What follows belongs to an exercise in optimizing a design on an open flow for a short achievable clock period and few clock cycles per item; a production flow would make more cautious choices.
RTL that was checked went through simulation tests only; none was proved equivalent to the original.
Power is estimated from default activity; no workload was simulated.

== zinc ==
## cpu16_backend
module cpu16_backend
(
    input  logic    clk,
    input  logic    reset,
    input  logic    in_valid,
    output logic    in_ready,
    input  logic [15:0] in_instr,
    output logic    retire_valid,
    input  logic    retire_ready,
    output logic [32:0]  retire,
    output logic [REGVAL_W-1:0] regval
);
Size in the first run: ~3,300 cells after synthesis, ~820 flip-flops, ~180 I/O pins, roughly 0.035 mm^2 of cells after synthesis.
clock: 5.0 ns
lec_check: 0
abc_clock_period_in_ps: 1000
cap_margin: 20
core_margin: 2
core_utilization: 30
place_density: 0.5
setup_slack_margin: 3.2
slew_margin: 20
tns_end_percent: 100
standard.sh (not shown) runs the stock make flow with config.mk's settings and CLKGATE_MAP_FILE= SYNTH_SCRIPT=/design/flow/synth_recipe.tcl, a recipe that flattens the netlist after the stock synthesis.
==> flow/flow/run.sh <==
#!/bin/bash
# The standard layout, except that synthesis leaves adders to ABC instead of
# mapping them onto the library's half- and full-adder cells, and the slow
# majority cell is kept out of the netlist.
set -euo pipefail
PLAT=$(sed -n '/^export DONT_USE_CELLS +=/,/[^\\]$/p' "$FLOW_HOME/platforms/sky130hd/config.mk" | sed -e 's/export DONT_USE_CELLS +=//' -e 's/\\//g' | tr -s ' \n' ' ')
SLOW="sky130_fd_sc_hd__maj3_* sky130_fd_sc_hd__or4_* sky130_fd_sc_hd__or4b_* sky130_fd_sc_hd__or4bb_* sky130_fd_sc_hd__nor4_* sky130_fd_sc_hd__nor4b_* sky130_fd_sc_hd__nor4bb_* sky130_fd_sc_hd__a2111o_* sky130_fd_sc_hd__o2111a_* sky130_fd_sc_hd__mux4_*"
echo "DONT_USE_CELLS=$PLAT $SLOW" > dont_use.txt
bash standard.sh ADDER_MAP_FILE= "DONT_USE_CELLS=$PLAT $SLOW" finish > flow.log 2>&1
Testbench counts of zinc, summed over its fixed seeds: cycles 3,258, instructions 3,200.
The inputs of willow differ from those of zinc as listed below.
-- flow/design.v --
<<< zinc, line 84
    logic [3:0][3:0]  res;
    logic [3:0]       cout;
    logic             ld_late;    
    logic [3:0]       a1p;        
    logic [3:0]       ld_r0;      
    logic [7:0][3:0]  sr0, sr1, sr2, sr3;
    logic             r_v;        
>>> willow, line 84
    logic [3:0][3:0]  res;
    logic [3:0]       cout;
    logic [7:0][3:0]  sr0, sr1, sr2, sr3;
    logic             r_v;        
<<< zinc, line 113
    alu_slice u_s0 (
        .op (s_op[0]), .a (s_a[0]), .b (s_b[0]), .cin (s_cin[0]),
        .sh (s_b[0]), .spill (4'h0), .imm (s_ins[0][3:0]), .ld (ld_r0),
        .res (res[0]), .cout (cout[0])
    );
>>> willow, line 110
    alu_slice u_s0 (
        .op (s_op[0]), .a (s_a[0]), .b (s_b[0]), .cin (s_cin[0]),
        .sh (s_b[0]), .spill (4'h0), .imm (s_ins[0][3:0]), .ld (4'h0),
        .res (res[0]), .cout (cout[0])
    );
<<< zinc, line 149
    assign iuse1 = iop <= 4'd5 || iop == 4'd7;
    assign iuse2 = iop <= 4'd5;
    assign stall = accept && wb[0] && isld[0] && ld_late
                && ((iuse1 && in_instr[7:5] == s_ins[0][10:8])
                 || (iuse2 && in_instr[4:2] == s_ins[0][10:8]));
>>> willow, line 146
    assign iuse1 = iop <= 4'd5 || iop == 4'd7;
    assign iuse2 = iop <= 4'd5;
    assign stall = accept && wb[0] && isld[0]
                && ((iuse1 && in_instr[7:5] == s_ins[0][10:8])
                 || (iuse2 && in_instr[4:2] == s_ins[0][10:8]));
<<< zinc, line 164
    logic [3:0] ia, ib, wa, wb0;
    logic       m2wa, m2wb;
    assign m1a  = wb[0] && s_ins[0][10:8] == in_instr[7:5];
    assign m1b  = wb[0] && s_ins[0][10:8] == in_instr[4:2];
    assign m2a  = wb[1] && s_ins[1][10:8] == in_instr[7:5];
    assign m2b  = wb[1] && s_ins[1][10:8] == in_instr[4:2];
    assign m2wa = wb[1] && s_ins[1][10:8] == w_instr[7:5];
    assign m2wb = wb[1] && s_ins[1][10:8] == w_instr[4:2];
    logic [3:0] a1i, a1w;
    assign a1i = (wb[1] && s_ins[1][10:8] == in_instr[7:5]) ? res[1]
               : (wb[2] && s_ins[2][10:8] == in_instr[7:5]) ? pres2[7:4]
               : sr1[in_instr[7:5]];
    assign a1w = (wb[1] && s_ins[1][10:8] == w_instr[7:5]) ? res[1]
               : (wb[2] && s_ins[2][10:8] == w_instr[7:5]) ? pres2[7:4]
               : sr1[w_instr[7:5]];
    assign ia  = m1a ? res[0] : m2a ? v0_s1 : sr0[in_instr[7:5]];
    assign ib  = m1b ? res[0] : m2b ? v0_s1 : sr0[in_instr[4:2]];
>>> willow, line 161
    logic [3:0] ia, ib, wa, wb0;
    logic       m2wa, m2wb;
    assign m1a  = wb[0] && !isld[0] && s_ins[0][10:8] == in_instr[7:5];
    assign m1b  = wb[0] && !isld[0] && s_ins[0][10:8] == in_instr[4:2];
    assign m2a  = wb[1] && s_ins[1][10:8] == in_instr[7:5];
    assign m2b  = wb[1] && s_ins[1][10:8] == in_instr[4:2];
    assign m2wa = wb[1] && s_ins[1][10:8] == w_instr[7:5];
    assign m2wb = wb[1] && s_ins[1][10:8] == w_instr[4:2];
    assign ia  = m1a ? res[0] : m2a ? v0_s1 : sr0[in_instr[7:5]];
    assign ib  = m1b ? res[0] : m2b ? v0_s1 : sr0[in_instr[4:2]];
<<< zinc, line 187
        s_a[0]   <= w_v ? wa : ia;
        s_b[0]   <= w_v ? wb0 : ib;
        a1p      <= w_v ? a1w : a1i;
        ld_late  <= !w_v && m1a;
        w_instr  <= in_instr;
    end
>>> willow, line 177
        s_a[0]   <= w_v ? wa : ia;
        s_b[0]   <= w_v ? wb0 : ib;
        w_instr  <= in_instr;
    end
<<< zinc, line 206
        end
    end
    logic       hit0;
    assign hit0    = (a1p == 4'h0 && !imm4 && !lo4[4])
                  || (a1p == 4'hf && (imm4 ^ lo4[4]))
                  || (a1p == 4'he && imm4 && lo4[4]);
    assign ld_r0   = hit0 ? lo4[3:0] : 4'h0;
    logic [15:0] spill_1;
    logic [15:0] spill_2;
>>> willow, line 194
        end
    end
    logic [15:0] spill_1;
    logic [15:0] spill_2;
## What came out
Going from zinc to willow, mean post-synth cell area grew slightly.
Combinational logic power essentially unchanged between zinc and willow.
Changes observed in willow relative to zinc: number of different library cells in the post-synthesis netlist went down about 6.6%; final area went down 4.3%; count of clock-net buffers in the final layout went up 1.6%.
Testbench counts of willow, summed over its fixed seeds: cycles 3,327, instructions 3,200.

* * *

Starting RTL as in the previous note.
==> flow/design.v (excerpt) <==
module cpu16_backend
(
    input  logic    clk,
    input  logic    reset,
    input  logic    in_valid,
    output logic    in_ready,
    input  logic [15:0] in_instr,
    output logic    retire_valid,
    input  logic    retire_ready,
    output logic [32:0]  retire,
    output logic [REGVAL_W-1:0] regval
);
Settings: LEC_CHECK=0, ABC_CLOCK_PERIOD_IN_PS=1000, CAP_MARGIN=20, CORE_MARGIN=2, CORE_UTILIZATION=30, PLACE_DENSITY=0.5, SETUP_SLACK_MARGIN=3.2, SLEW_MARGIN=20, TNS_END_PERCENT=100; clock period 5.0 ns.
==> flow/flow/run.sh <==
#!/bin/bash
# The standard layout, except that synthesis leaves adders to ABC instead of
# mapping them onto the library's half- and full-adder cells, and the slow
# majority cell is kept out of the netlist.
set -euo pipefail
PLAT=$(sed -n '/^export DONT_USE_CELLS +=/,/[^\\]$/p' "$FLOW_HOME/platforms/sky130hd/config.mk" | sed -e 's/export DONT_USE_CELLS +=//' -e 's/\\//g' | tr -s ' \n' ' ')
SLOW="sky130_fd_sc_hd__maj3_*"
echo "DONT_USE_CELLS=$PLAT $SLOW" > dont_use.txt
bash standard.sh ADDER_MAP_FILE= "DONT_USE_CELLS=$PLAT $SLOW" finish > flow.log 2>&1
Testbench counts at the start, summed over its fixed seeds: cycles 3,258, instructions 3,200.
Then changed:
--- a/flow/design.v
+++ b/flow/design.v
@@ -1,17 +1,17 @@
 package cpu16_pkg;
     localparam int WORD_W   = 16;
     localparam int NUM_REGS = 8;
     localparam int REGVAL_W = NUM_REGS * WORD_W;
     localparam int RETIRE_W = 16 + 1 + WORD_W;
-    localparam int CAP      = 7;
+    localparam int CAP      = 6;
 endpackage
 `timescale 1ns/100ps
 `timescale 1ns/100ps
 import cpu16_pkg::*;
 module alu_slice
 (
     input  logic [7:0] op,
     input  logic [3:0] a,
     input  logic [3:0] b,
     input  logic       cin,      
     input  logic [3:0] sh,       
@@ -82,23 +82,24 @@
     logic [3:0]       wb;
     logic [3:0]       isld;
     logic [3:0][3:0]  res;
     logic [3:0]       cout;
     logic             ld_late;    
     logic [3:0]       a1p;        
     logic [3:0]       ld_r0;      
     logic [7:0][3:0]  sr0, sr1, sr2, sr3;
     logic             r_v;        
     logic [15:0]      r_ins;
     logic [15:0]      r_res;
-    logic [7:0]       r_we;       
+    logic [7:0]       s3_we;      
+    logic [15:0]      s3_res;
     always_comb begin
         for (int k = 0; k < 4; k++) begin
             wb[k]   = s_v[k] && !s_ins[k][15];
             isld[k] = s_op[k][7];
         end
     end
     logic [4:0]  lo4;
     logic        imm4;
     logic        hit1;
     logic [15:0] ldw;
     assign lo4  = {1'b0, s_a[0]} + {1'b0, s_ins[0][3:0]};
@@ -259,76 +260,77 @@
                 if (wb_n[2] && rd_n[2] == 3'(i))
                     sr2[i] <= v_n[2];
                 if (wb_n[3] && rd_n[3] == 3'(i))
                     sr3[i] <= v_n[3];
             end
         end
     end
     always_ff @(posedge clk) begin
         r_ins <= s_ins[3];
         r_res <= {res[3], pres3};
         for (int i = 0; i < NUM_REGS; i++)
-            r_we[i] <= !reset && wb[3] && s_ins[3][10:8] == 3'(i);
+            s3_we[i] <= !reset && wb[2] && s_ins[2][10:8] == 3'(i);
     end
     logic [CAP-1:0][15:0] q_instr;
     logic [CAP-1:0]       q_wr;
     logic [CAP-1:0][15:0] q_res;
     logic [CAP-1:0][7:0]  q_we;
     logic [CAP-1:0]       qv_r;
     logic [CAP:0]         qv;
     logic                 pop;
     logic                 push;
     logic                 keep0;
     logic [15:0]          h_instr;
     logic                 h_wr;
     logic [15:0]          h_res;
     logic                 h_v;
     logic [NUM_REGS-1:0][15:0] vr;
     logic [NUM_REGS-1:0]  vr_we;
     assign qv    = {1'b0, qv_r};
     assign pop   = qv[0] && retire_ready;
-    assign push  = r_v;
+    assign push  = s_v[3];
+    assign s3_res = {res[3], pres3};
     assign keep0 = qv[0] && !retire_ready;
     assign h_v     = qv[1] || push;
-    assign h_instr = qv[1] ? q_instr[1] : r_ins;
-    assign h_wr    = qv[1] ? q_wr[1]    : !r_ins[15];
-    assign h_res   = qv[1] ? q_res[1]   : r_res;
+    assign h_instr = qv[1] ? q_instr[1] : s_ins[3];
+    assign h_wr    = qv[1] ? q_wr[1]    : !s_ins[3][15];
+    assign h_res   = qv[1] ? q_res[1]   : s3_res;
     always_ff @(posedge clk) begin
         for (int k = 1; k < CAP; k++) begin
             if (!(qv[k] && !pop)) begin
                 if (k + 1 < CAP && qv[k+1]) begin
                     q_instr[k] <= q_instr[k+1];
                     q_wr[k]    <= q_wr[k+1];
                     q_res[k]   <= q_res[k+1];
                     q_we[k]    <= q_we[k+1];
                 end else begin
-                    q_instr[k] <= r_ins;
-                    q_wr[k]    <= !r_ins[15];
-                    q_res[k]   <= r_res;
-                    q_we[k]    <= r_we;
+                    q_instr[k] <= s_ins[3];
+                    q_wr[k]    <= !s_ins[3][15];
+                    q_res[k]   <= s3_res;
+                    q_we[k]    <= s3_we;
                 end
             end
         end
     end
     always_ff @(posedge clk) begin
         if (reset) begin
             q_instr[0] <= '0;
             q_wr[0]    <= 1'b0;
             q_res[0]   <= '0;
         end else if (!keep0) begin
             q_instr[0] <= h_instr;
             q_wr[0]    <= h_wr;
             q_res[0]   <= h_res;
         end
     end
-    assign vr_we = {NUM_REGS{!keep0}} & (qv[1] ? q_we[1] : r_we);
+    assign vr_we = {NUM_REGS{!keep0}} & (qv[1] ? q_we[1] : s3_we);
     always_ff @(posedge clk) begin
         for (int i = 0; i < NUM_REGS; i++) begin
             if (reset)
                 vr[i] <= '0;
             else if (vr_we[i])
                 vr[i] <= h_res;
         end
     end
     logic [CAP-1:0] fl;
     logic [CAP:0]   fl_up;
     logic [CAP:0]   fl_dn;
Outcome: Setup slack loses 120 ps; design area went down by about 2.3%; first-iteration DRC count goes down by about 25%; power drops by about 6%; critical path depth climbs by 2; area after synthesis falls by about 5.3%; clock skew hardly moves; non-clock buffer count goes up by 36; routed wire length goes up by about 5.4%; utilization rises by 1.1 points; fmax decreases by 5.2%; worst hold slack barely changes; via count stays flat.
For the second run of this note, only the layout was checked, not whether the RTL still works.

==> re-timing with driven ports <==
The flow's constraints put no driver on any port. The routed layouts listed below were extracted and timed again, unchanged, in two steps. Step 1 sets driving cells, clkbuf_16 on the clock port and buf_2 on the other inputs (assumed; they add their load-dependent delay and slew). Step 2 moves the port delays by t, midway between the first and last clock arrival at a register: inputs arrive t later, outputs are due t later. That takes back most of the time a late clock gives input paths. Slacks: no drivers / after step 1 / after step 2; pairs: no drivers / after step 1.
run | t (ns) | setup WS [ns] | worst data-port slew with drivers (ns)
zinc | 0.722 | 2.864 / 2.796 / 2.241 | 0.15
willow | 0.720 | 2.863 / 2.799 / 2.395 | 0.07
the first run of note 2 | 0.710 | 2.870 / 2.809 / 2.363 | 0.06
the second run of note 2 | 0.724 | 2.752 / 2.752 / 2.417 | 0.06
After both steps every run listed still meets setup and hold. The setup slack of zinc, which loses most, moves by -0.068 ns with the drivers and by -0.623 ns with both steps.
